What follows belongs to an exercise in optimizing a design on an open flow for small area, a short achievable clock period and few clock cycles per item; a production flow would make more cautious choices. Where RTL was checked, it was by simulation tests only, not by an equivalence proof against the original. Power figures rest on the tool's default switching activity, not on a simulated workload. No driver is modelled on the clock port, so clocking that relies on it looks cheaper here than on a real chip.

## mining_job_tag_result_matcher_core
module mining_job_tag_result_matcher_core #(
  parameter int JOB_SLOTS = 128
) (
  input  logic                              clk,
  input  logic                              rst,
  input  logic                              in_valid,
  output logic                              in_ready,
  input  logic                              action,
  input  logic [31:0]                       job_version,
  input  logic                              nonce_resp,
  input  logic [31:0]                       frame_word,
  input  logic [7:0]                        frame_addr_byte,
  input  logic [7:0]                        frame_tag_byte,
  input  logic [15:0]                       frame_version,
  output logic                              out_valid,
  input  logic                              out_ready,
  output logic [mjtm_pkg::STATUS_W-1:0]     status,
  output logic [mjtm_pkg::TAG_W-1:0]        tag,
  output logic [mjtm_pkg::CHIP_W-1:0]       chip_index,
  output logic [mjtm_pkg::KIND_W-1:0]       register_kind,
  output logic [31:0]                       data_word,
  output logic [31:0]                       full_version,
  input  logic                              psel,
  input  logic                              penable,
  input  logic                              pwrite,
  input  logic [mjtm_pkg::PADDR_W-1:0]      paddr,
  input  logic [31:0]                       pwdata,
  output logic [31:0]                       prdata,
  output logic                              pready
);
Size: about 2500 cells after synthesis, roughly 260 I/O pins.
export LEC_CHECK = 0
export ABC_CLOCK_PERIOD_IN_PS = 2000
export CAP_MARGIN = 20
export CORE_MARGIN = 2
export CORE_UTILIZATION = 65
export CTS_CLUSTER_DIAMETER = 100
export CTS_CLUSTER_SIZE = 30
export SETUP_SLACK_MARGIN = 1.95
export SLEW_MARGIN = 20
export TNS_END_PERCENT = 20
create_clock -name core_clock -period 4.0 [get_ports {clk}]
standard.sh (not shown) runs the stock make flow with config.mk's settings and CLKGATE_MAP_FILE= SYNTH_SCRIPT=/design/flow/synth_recipe.tcl, a recipe that flattens the netlist after the stock synthesis.
==> flow/flow/run.sh <==
#!/bin/bash
# Standard synthesis, then the standard layout with port buffers of
# sky130_fd_sc_hd__buf_2 and no dummy loads in the clock tree.
set -euo pipefail
bash standard.sh synth > synth.log 2>&1
bash standard.sh \
  "BUFFER_PORTS_ARGS=-buffer_cell sky130_fd_sc_hd__buf_2" \
  "CTS_ARGS=-sink_clustering_enable -repair_clock_nets -dont_use_dummy_load -sink_clustering_size 30 -sink_clustering_max_diameter 100" \
  finish > layout.log 2>&1
The first run produced a clean layout.
==> next run, changes <==
--- a/flow/design.v
+++ b/flow/design.v
@@ -742,22 +742,31 @@
   output logic [mjtm_pkg::KIND_W-1:0]       register_kind,
   output logic [31:0]                       data_word,
   output logic [31:0]                       full_version,
   input  logic                              psel,
   input  logic                              penable,
   input  logic                              pwrite,
   input  logic [mjtm_pkg::PADDR_W-1:0]      paddr,
   input  logic [31:0]                       pwdata,
   output logic [31:0]                       prdata,
   output logic                              pready
 );
+  function automatic logic ge4(input logic [3:0] r, input logic [3:0] h,
+                               input logic lo);
+    logic [3:0] g;            
+    logic [3:0] n;            
+    g = r & ~h;
+    n = r | ~h;
+    ge4 = g[3] | (n[3] & g[2]) | (n[3] & n[2] & g[1]) |
+          (n[3] & n[2] & n[1] & g[0]) | (n[3] & n[2] & n[1] & n[0] & lo);
+  endfunction
   logic [8:0]  spacing;
   logic [8:0]  spacing_n;     
   logic        sp_wr;
   assign pready = 1'b1;
   assign sp_wr  = psel && penable && pwrite && !paddr[2];
   always_ff @(posedge clk) begin
     if (rst) begin
       spacing   <= mjtm_pkg::INTERVAL_RESET;
       spacing_n <= ~mjtm_pkg::INTERVAL_RESET;
     end else if (sp_wr) begin
       spacing   <= pwdata[8:0];
@@ -861,23 +870,23 @@
   logic [3:0] a_qh;
   logic [3:0] a_rh;
   mjtm_front u_front (
     .t (a_dvd[7:4]),
     .s (sf),
     .q (a_qh),
     .r (a_rh)
   );
   logic [15:1] a_loge;
   always_comb begin
     for (int m = 1; m < 16; m++) begin
-      a_loge[m] = a_dvd[3:0] >= mval[m][3:0];
+      a_loge[m] = ge4(a_dvd[3:0], mval[m][3:0], 1'b1);
     end
   end
   logic        s1_issue;
   logic        s1_nonce;
   logic        s1_reg;
   logic        s1_hit;
   logic [15:0] s1_sel;        
   logic [15:0] s1_sel_n;      
   logic        s1_k8x;
   logic [2:0]  s1_kraw;       
   logic [31:0] s1_word;       
@@ -903,24 +912,23 @@
       s1_rh    <= a_rh;
       s1_loge  <= a_loge;
     end
   end
   logic s1_nhit;              
   logic s1_div;               
   assign s1_nhit = s1_nonce && s1_hit;
   assign s1_div  = s1_reg || s1_nhit;
   logic [15:1] b_ge;
   always_comb begin
     for (int m = 1; m < 16; m++) begin
-      b_ge[m] = s1_div && !mbig[m] &&
-                ((s1_rh > mval[m][7:4]) || ((s1_rh == mval[m][7:4]) && s1_loge[m]));
+      b_ge[m] = s1_div && !mbig[m] && ge4(s1_rh, mval[m][7:4], s1_loge[m]);
     end
   end
   logic [3:0] b_ql;
   assign b_ql[3] = b_ge[8];
   assign b_ql[2] = (b_ge[4] & !b_ge[8]) | b_ge[12];
   assign b_ql[1] = (b_ge[2] & !b_ge[4]) | (b_ge[6] & !b_ge[8]) |
                    (b_ge[10] & !b_ge[12]) | b_ge[14];
   assign b_ql[0] = (b_ge[1] & !b_ge[2]) | (b_ge[3] & !b_ge[4]) |
                    (b_ge[5] & !b_ge[6]) | (b_ge[7] & !b_ge[8]) |
                    (b_ge[9] & !b_ge[10]) | (b_ge[11] & !b_ge[12]) |
                    (b_ge[13] & !b_ge[14]) | b_ge[15];
The changed run finished clean.
Maximum frequency rose by 4.7%.
Combinational power fell by about 10%.
Synthesized area fell by 3.1%.
Cell area fell by 2.4%.
Cell count fell by 2.6%.
Die area fell by 3.1%.
Clock skew fell by 0.023 ns.
Testbench counts after the change, summed over its fixed seeds: cycles 3,224, items 3,200.
No functional check of the RTL was part of the first run of this note.

Setup of run A:
Another version of the RTL of mining_job_tag_result_matcher_core (not shown whole).
Size in the first run: roughly 2,400 cells after synthesis, about 830 flip-flops, roughly 260 I/O pins, about 33,000 sq um of cells after synthesis.
export LEC_CHECK = 0
export ABC_CLOCK_PERIOD_IN_PS = 2000
export CAP_MARGIN = 20
export CORE_MARGIN = 2
export CORE_UTILIZATION = 65
export CTS_CLUSTER_DIAMETER = 100
export CTS_CLUSTER_SIZE = 30
export SETUP_SLACK_MARGIN = 1.95
export SLEW_MARGIN = 20
export TNS_END_PERCENT = 20
create_clock -name core_clock -period 4.0 [get_ports {clk}]
Scripts as last shown in full above: flow/flow/run.sh
## Diff of input files: run B against run A
--- a/flow/design.v
+++ b/flow/design.v
@@ -745,26 +745,27 @@
   input  logic                              psel,
   input  logic                              penable,
   input  logic                              pwrite,
   input  logic [mjtm_pkg::PADDR_W-1:0]      paddr,
   input  logic [31:0]                       pwdata,
   output logic [31:0]                       prdata,
   output logic                              pready
 );
   function automatic logic ge4(input logic [3:0] r, input logic [3:0] h,
                                input logic lo);
     logic [3:0] g;            
-    logic [3:0] l;            
+    logic [3:0] e;            
     g = r & ~h;
-    l = ~r & h;
-    ge4 = g[3] | (!l[3] & (g[2] | (!l[2] & (g[1] | (!l[1] & (g[0] | (!l[0] & lo)))))));
+    e = (r | ~h) & (~r | h);
+    ge4 = g[3] | (e[3] & g[2]) | (e[3] & e[2] & g[1]) |
+          (e[3] & e[2] & e[1] & g[0]) | (e[3] & e[2] & e[1] & e[0] & lo);
   endfunction
   logic [8:0]  spacing;
   logic [8:0]  spacing_n;     
   logic        sp_wr;
   assign pready = 1'b1;
   assign sp_wr  = psel && penable && pwrite && !paddr[2];
   always_ff @(posedge clk) begin
     if (rst) begin
       spacing   <= mjtm_pkg::INTERVAL_RESET;
       spacing_n <= ~mjtm_pkg::INTERVAL_RESET;
     end else if (sp_wr) begin
@@ -869,23 +870,23 @@
   logic [3:0] a_qh;
   logic [3:0] a_rh;
   mjtm_front u_front (
     .t (a_dvd[7:4]),
     .s (sf),
     .q (a_qh),
     .r (a_rh)
   );
   logic [15:1] a_loge;
   always_comb begin
     for (int m = 1; m < 16; m++) begin
-      a_loge[m] = ge4(a_dvd[3:0], mval[m][3:0], 1'b1);
+      a_loge[m] = a_dvd[3:0] >= mval[m][3:0];
     end
   end
   logic        s1_issue;
   logic        s1_nonce;
   logic        s1_reg;
   logic        s1_hit;
   logic [15:0] s1_sel;        
   logic [15:0] s1_sel_n;      
   logic        s1_k8x;
   logic [2:0]  s1_kraw;       
   logic [31:0] s1_word;       
Relative to run A, placeable core region has gone up in run B.
Looking at internal power summed over all cells across run B and run A, the one that comes out lower is run A.
Run B against run A: met1 track demand over resource moved down, power per cell area moved down, fmax moved up, total power moved up, pin count of the biggest net entering global routing moved down.
As of run B, total wirelength of the detailed-routed design had risen by a few percent compared to run A.
No functional check of the RTL was part of any run of this note.

mining_job_tag_result_matcher_core, a different RTL version from the one above (not shown whole).
Size: roughly 2500 cells after synthesis, about 880 flip-flops, ~36000 um2 of cells after synthesis.
==> flow/config.mk <==
export PLATFORM = sky130hd
export DESIGN_NAME = mining_job_tag_result_matcher_core
export DESIGN_NICKNAME = mining_job_tag_result_matcher_core
export VERILOG_FILES = /design/flow/design.v
export SDC_FILE = /design/flow/constraint.sdc
export NUM_CORES = 4
export LEC_CHECK = 0
export ABC_CLOCK_PERIOD_IN_PS = 2000
export CAP_MARGIN = 20
export CORE_MARGIN = 2
export CORE_UTILIZATION = 65
export CTS_CLUSTER_DIAMETER = 100
export CTS_CLUSTER_SIZE = 30
export SETUP_SLACK_MARGIN = 1.95
export SLEW_MARGIN = 20
export TNS_END_PERCENT = 20
==> flow/constraint.sdc <==
create_clock -name core_clock -period 4.0 [get_ports {clk}]
set_input_delay 0.8000 -clock core_clock [delete_from_list [all_inputs] [get_ports {clk}]]
set_output_delay 0.8000 -clock core_clock [all_outputs]
set_load 0.01 [all_outputs]
Scripts as last shown in full above: flow/flow/run.sh
The starting point produced a clean layout.
Testbench counts at the start, summed over its fixed seeds: cycles 3,232, items 3,200.
Next try:
--- a/flow/design.v
+++ b/flow/design.v
@@ -806,37 +806,38 @@
     mval[7]  = mul7;
     mval[8]  = {sf[4:0], 3'b000};
     mval[9]  = mul9;
     mval[10] = {mul5[6:0], 1'b0};
     mval[11] = mul11;
     mval[12] = {mul3[5:0], 2'b00};
     mval[13] = mul13;
     mval[14] = {mul7[6:0], 1'b0};
     mval[15] = mul15;
   end
   logic adv;
   logic acc;
-  logic v1, v2;
+  logic v1;
+  logic out_valid_n;          
   assign adv      = !out_valid || out_ready;
-  assign in_ready = adv && !sp_hold;
+  assign in_ready = (out_valid_n || out_ready) && !sp_hold;
   assign acc      = in_valid && in_ready;
   always_ff @(posedge clk) begin
     if (rst) begin
-      v1        <= 1'b0;
-      v2        <= 1'b0;
-      out_valid <= 1'b0;
+      v1          <= 1'b0;
+      out_valid   <= 1'b0;
+      out_valid_n <= 1'b1;
     end else if (adv) begin
-      v1        <= acc;
-      v2        <= v1;
-      out_valid <= v2;
+      v1          <= acc;
+      out_valid   <= v1;
+      out_valid_n <= !v1;
     end
   end
   logic [3:0]  next_slot;
   logic [3:0]  issue_slot;
   logic [15:0] slot_valid;
   logic        a_issue;       
   logic        a_nonce;       
   logic        a_reg;         
   logic [3:0]  a_tag;
   logic [2:0]  a_kind;
   logic [7:0]  a_dvd;
   logic        a_hit;
@@ -876,38 +877,42 @@
     .r (a_rh)
   );
   logic [15:1] a_loge;
   always_comb begin
     for (int m = 1; m < 16; m++) begin
       a_loge[m] = a_dvd[3:0] >= mval[m][3:0];
     end
   end
   logic        s1_issue;
   logic        s1_nonce;
   logic        s1_reg;
   logic        s1_hit;
-  logic [3:0]  s1_tag;
+  logic [15:0] s1_sel;        
+  logic [15:0] s1_sel_n;      
   logic [2:0]  s1_kind;
   logic [31:0] s1_word;       
   logic [15:0] s1_fver;
   logic [3:0]  s1_qh;
   logic [3:0]  s1_rh;
   logic [15:1] s1_loge;
   always_ff @(posedge clk) begin
     if (adv) begin
       s1_issue <= a_issue;
       s1_nonce <= a_nonce;
       s1_reg   <= a_reg;
       s1_hit   <= a_hit;
-      s1_tag   <= a_tag;
+      for (int i = 0; i < 16; i++) begin
+        s1_sel[i]   <= (a_issue || a_nonce) && (a_tag == 4'(i));
+        s1_sel_n[i] <= !((a_issue || a_nonce) && (a_tag == 4'(i)));
+      end
       s1_kind  <= a_kind;
       s1_word  <= action ? frame_word : job_version;
       s1_fver  <= frame_version;
       s1_qh    <= a_qh;
       s1_rh    <= a_rh;
       s1_loge  <= a_loge;
     end
   end
   logic s1_nhit;              
   logic s1_div;               
   assign s1_nhit = s1_nonce && s1_hit;
   assign s1_div  = s1_reg || s1_nhit;
@@ -929,69 +934,66 @@
                    (b_ge[13] & !b_ge[14]) | b_ge[15];
   logic        s2_issue;
   logic        s2_nonce;
   logic        s2_reg;
   logic        s2_nhit;
   logic        s2_div;
   logic [15:0] s2_sel;        
   logic [2:0]  s2_kind;
   logic [31:0] s2_word;
   logic [15:0] s2_fver;
   logic [3:0]  s2_qh;
   logic [3:0]  s2_ql;
-  always_ff @(posedge clk) begin
-    if (adv) begin
-      s2_issue <= s1_issue;
-      s2_nonce <= s1_nonce;
-      s2_reg   <= s1_reg;
-      s2_nhit  <= s1_nhit;
-      s2_div   <= s1_div;
-      for (int i = 0; i < 16; i++) begin
-        s2_sel[i] <= (s1_issue || s1_nonce) && (s1_tag == 4'(i));
-      end
-      s2_kind  <= s1_kind;
-      s2_word  <= s1_word;
-      s2_fver  <= s1_fver;
-      s2_qh    <= s1_div ? s1_qh : 4'd0;
-      s2_ql    <= b_ql;
-    end
+  always_comb begin
+    s2_issue = s1_issue;
+    s2_nonce = s1_nonce;
+    s2_reg   = s1_reg;
+    s2_nhit  = s1_nhit;
+    s2_div   = s1_div;
+    s2_sel   = s1_sel;
+    s2_kind  = s1_kind;
+    s2_word  = s1_word;
+    s2_fver  = s1_fver;
+    s2_qh    = s1_div ? s1_qh : 4'd0;
+    s2_ql    = b_ql;
   end
   logic [2:0] s2_status;
   always_comb begin
     if (s2_issue) begin
       s2_status = mjtm_pkg::ST_ISSUED;
     end else if (s2_reg) begin
       s2_status = mjtm_pkg::ST_REG;
     end else if (s2_nhit) begin
       s2_status = mjtm_pkg::ST_NONCE;
     end else if (s2_nonce) begin
       s2_status = mjtm_pkg::ST_STALE;
     end else begin
       s2_status = mjtm_pkg::ST_UNKNOWN_REG;
     end
   end
   logic [31:0] version_mem [16];
   logic [31:0] s2_rd;
   logic [3:0]  s2_tag;
   always_comb begin
     s2_rd  = '0;
     s2_tag = '0;
     for (int i = 0; i < 16; i++) begin
-      s2_rd  = s2_rd | ({32{s2_sel[i]}} & version_mem[i]);
+      s2_rd[15:0]  = s2_rd[15:0] | ({16{s2_sel[i]}} & version_mem[i][15:0]);
+      s2_rd[31:16] = s2_rd[31:16] | ({16{!s1_sel_n[i]}} & version_mem[i][31:16]);
       s2_tag = s2_tag | ({4{s2_sel[i]}} & 4'(i));
     end
   end
   always_ff @(posedge clk) begin
     for (int i = 0; i < 16; i++) begin
-      if (adv && v2 && s2_issue && s2_sel[i]) begin
+      if (v1 && s2_issue && s2_sel[i]) begin
         version_mem[i] <= s2_word;
       end
     end
   end
   always_ff @(posedge clk) begin
     if (adv) begin
       status        <= s2_status;
       tag           <= {s2_tag, 3'b000};
       register_kind <= s2_kind;
       chip_index    <= {s2_qh, s2_ql};
       data_word     <= s2_div ? s2_word : 32'd0;
       full_version  <= s2_nhit ? (s2_rd | {3'b000, s2_fver, 13'b0}) : 32'd0;
Result:
- fmax is higher by about 3.3%
- power went down by about 5%
- global-route usage climbs by 0.31 points
- sequential share of layout area shrinks by 1.7 points
- setup slack gains 0.070 ns
- routed wire length went down by 1.5%
- synthesized cell count decreases by 2.0%
Testbench counts after the change, summed over its fixed seeds: cycles 3,224, items 3,200.

mining_job_tag_result_matcher_core again, from the RTL that the note above started with.
clock: 4.0 ns
lec_check: 0
abc_clock_period_in_ps: 2000
cap_margin: 20
core_margin: 2
core_utilization: 65
cts_cluster_diameter: 100
cts_cluster_size: 30
setup_slack_margin: 1.95
slew_margin: 20
tns_end_percent: 20
run.sh (not shown) runs the stock make flow with config.mk's settings and CLKGATE_MAP_FILE= SYNTH_SCRIPT=/design/flow/synth_recipe.tcl, a recipe that flattens the netlist after the stock synthesis.
Stock flow here: none of the scripts above is used.
Testbench counts at the start, summed over its fixed seeds: cycles 3,232, items 3,200.
==> next run, changes <==
--- a/flow/design.v
+++ b/flow/design.v
@@ -811,27 +811,25 @@
     mval[12] = {mul3[5:0], 2'b00};
     mval[13] = mul13;
     mval[14] = {mul7[6:0], 1'b0};
     mval[15] = mul15;
   end
   logic adv;
   logic acc;
-  logic v1, v2;
+  logic v1;
   assign adv      = !out_valid || out_ready;
   assign in_ready = adv && !sp_hold;
   assign acc      = in_valid && in_ready;
   always_ff @(posedge clk) begin
     if (rst) begin
       v1        <= 1'b0;
-      v2        <= 1'b0;
       out_valid <= 1'b0;
     end else if (adv) begin
       v1        <= acc;
-      v2        <= v1;
-      out_valid <= v2;
+      out_valid <= v1;
     end
   end
   logic [3:0]  next_slot;
   logic [3:0]  issue_slot;
   logic [15:0] slot_valid;
   logic        a_issue;       
   logic        a_nonce;       
@@ -881,28 +879,30 @@
       a_loge[m] = a_dvd[3:0] >= mval[m][3:0];
     end
   end
   logic        s1_issue;
   logic        s1_nonce;
   logic        s1_reg;
   logic        s1_hit;
-  logic [3:0]  s1_tag;
+  logic [15:0] s1_sel;        
   logic [2:0]  s1_kind;
   logic [31:0] s1_word;       
   logic [15:0] s1_fver;
   logic [3:0]  s1_qh;
   logic [3:0]  s1_rh;
   logic [15:1] s1_loge;
   always_ff @(posedge clk) begin
     if (adv) begin
       s1_issue <= a_issue;
       s1_nonce <= a_nonce;
       s1_reg   <= a_reg;
       s1_hit   <= a_hit;
-      s1_tag   <= a_tag;
+      for (int i = 0; i < 16; i++) begin
+        s1_sel[i] <= (a_issue || a_nonce) && (a_tag == 4'(i));
+      end
       s1_kind  <= a_kind;
       s1_word  <= action ? frame_word : job_version;
       s1_fver  <= frame_version;
       s1_qh    <= a_qh;
       s1_rh    <= a_rh;
       s1_loge  <= a_loge;
     end
@@ -934,30 +934,26 @@
   logic        s2_div;
   logic [15:0] s2_sel;        
   logic [2:0]  s2_kind;
   logic [31:0] s2_word;
   logic [15:0] s2_fver;
   logic [3:0]  s2_qh;
   logic [3:0]  s2_ql;
-  always_ff @(posedge clk) begin
-    if (adv) begin
-      s2_issue <= s1_issue;
-      s2_nonce <= s1_nonce;
-      s2_reg   <= s1_reg;
-      s2_nhit  <= s1_nhit;
-      s2_div   <= s1_div;
-      for (int i = 0; i < 16; i++) begin
-        s2_sel[i] <= (s1_issue || s1_nonce) && (s1_tag == 4'(i));
-      end
-      s2_kind  <= s1_kind;
-      s2_word  <= s1_word;
-      s2_fver  <= s1_fver;
-      s2_qh    <= s1_div ? s1_qh : 4'd0;
-      s2_ql    <= b_ql;
-    end
+  always_comb begin
+    s2_issue = s1_issue;
+    s2_nonce = s1_nonce;
+    s2_reg   = s1_reg;
+    s2_nhit  = s1_nhit;
+    s2_div   = s1_div;
+    s2_sel   = s1_sel;
+    s2_kind  = s1_kind;
+    s2_word  = s1_word;
+    s2_fver  = s1_fver;
+    s2_qh    = s1_div ? s1_qh : 4'd0;
+    s2_ql    = b_ql;
   end
   logic [2:0] s2_status;
   always_comb begin
     if (s2_issue) begin
       s2_status = mjtm_pkg::ST_ISSUED;
     end else if (s2_reg) begin
       s2_status = mjtm_pkg::ST_REG;
@@ -978,15 +974,15 @@
     for (int i = 0; i < 16; i++) begin
       s2_rd  = s2_rd | ({32{s2_sel[i]}} & version_mem[i]);
       s2_tag = s2_tag | ({4{s2_sel[i]}} & 4'(i));
     end
   end
   always_ff @(posedge clk) begin
     for (int i = 0; i < 16; i++) begin
-      if (adv && v2 && s2_issue && s2_sel[i]) begin
+      if (adv && v1 && s2_issue && s2_sel[i]) begin
         version_mem[i] <= s2_word;
       end
     end
   end
   always_ff @(posedge clk) begin
     if (adv) begin
       status        <= s2_status;
The changed run finished with timing, DRC and antenna clean.
Hold slack is better by 0.018 ns.
Critical path depth is higher by 8.
Sequential share of layout area drops by 2.5 points.
Die area is lower by 5.6%.
Wire length shrinks by 3.3%.
Clock-buffer cell count drops by 3.
Power goes down by 5.6%.
Clock power goes down by 4.5%.
Maximum frequency climbs by 4.1%.
No functional check of the RTL was part of the second run of this note.

afterwards: timing with drivers on the ports:
Ports are ideal in the flow. The routed layouts listed here were re-timed in OpenROAD.
Step 1 assumes that a clkbuf_16 drives the clock port and a buf_2 every other input.
Step 2 times the ports against the registers' clock, not the clock port: input delays grow and output delays shrink by t, the midpoint of the rising clock arrivals with the driver on.
Three values: ideal ports, drivers, drivers and shift; two values: the first two.
run | t (ns) | slack for setup (ns) | worst register clock-pin slew, ns | pins driven straight from the clock port
the first run of note 1 | 0.634 | 1.708 / 1.708 / 1.180 | 0.11 / 0.11 | 1
the second run of note 1 | 0.697 | 1.811 / 1.811 / 1.232 | 0.12 / 0.12 | 1
run A | 0.684 | 1.573 / 1.573 / 1.267 | 0.12 / 0.12 | 1
run B | 0.619 | 1.751 / 1.751 / 1.171 | 0.12 / 0.12 | 1
the first run of note 3 | 0.645 | 1.772 / 1.729 / 1.332 | 0.12 / 0.12 | 1
the second run of note 3 | 0.626 | 1.842 / 1.838 / 1.265 | 0.12 / 0.12 | 1
the first run of note 4 | 0.665 | 1.749 / 1.687 / 1.164 | 0.12 / 0.12 | 1
the second run of note 4 | 0.651 | 1.837 / 1.784 / 1.313 | 0.12 / 0.12 | 1
After both steps every run listed still meets setup and hold. For the first run of note 4, which loses most, drivers alone change the setup slack by -0.062 ns; drivers and shift together by -0.585 ns.
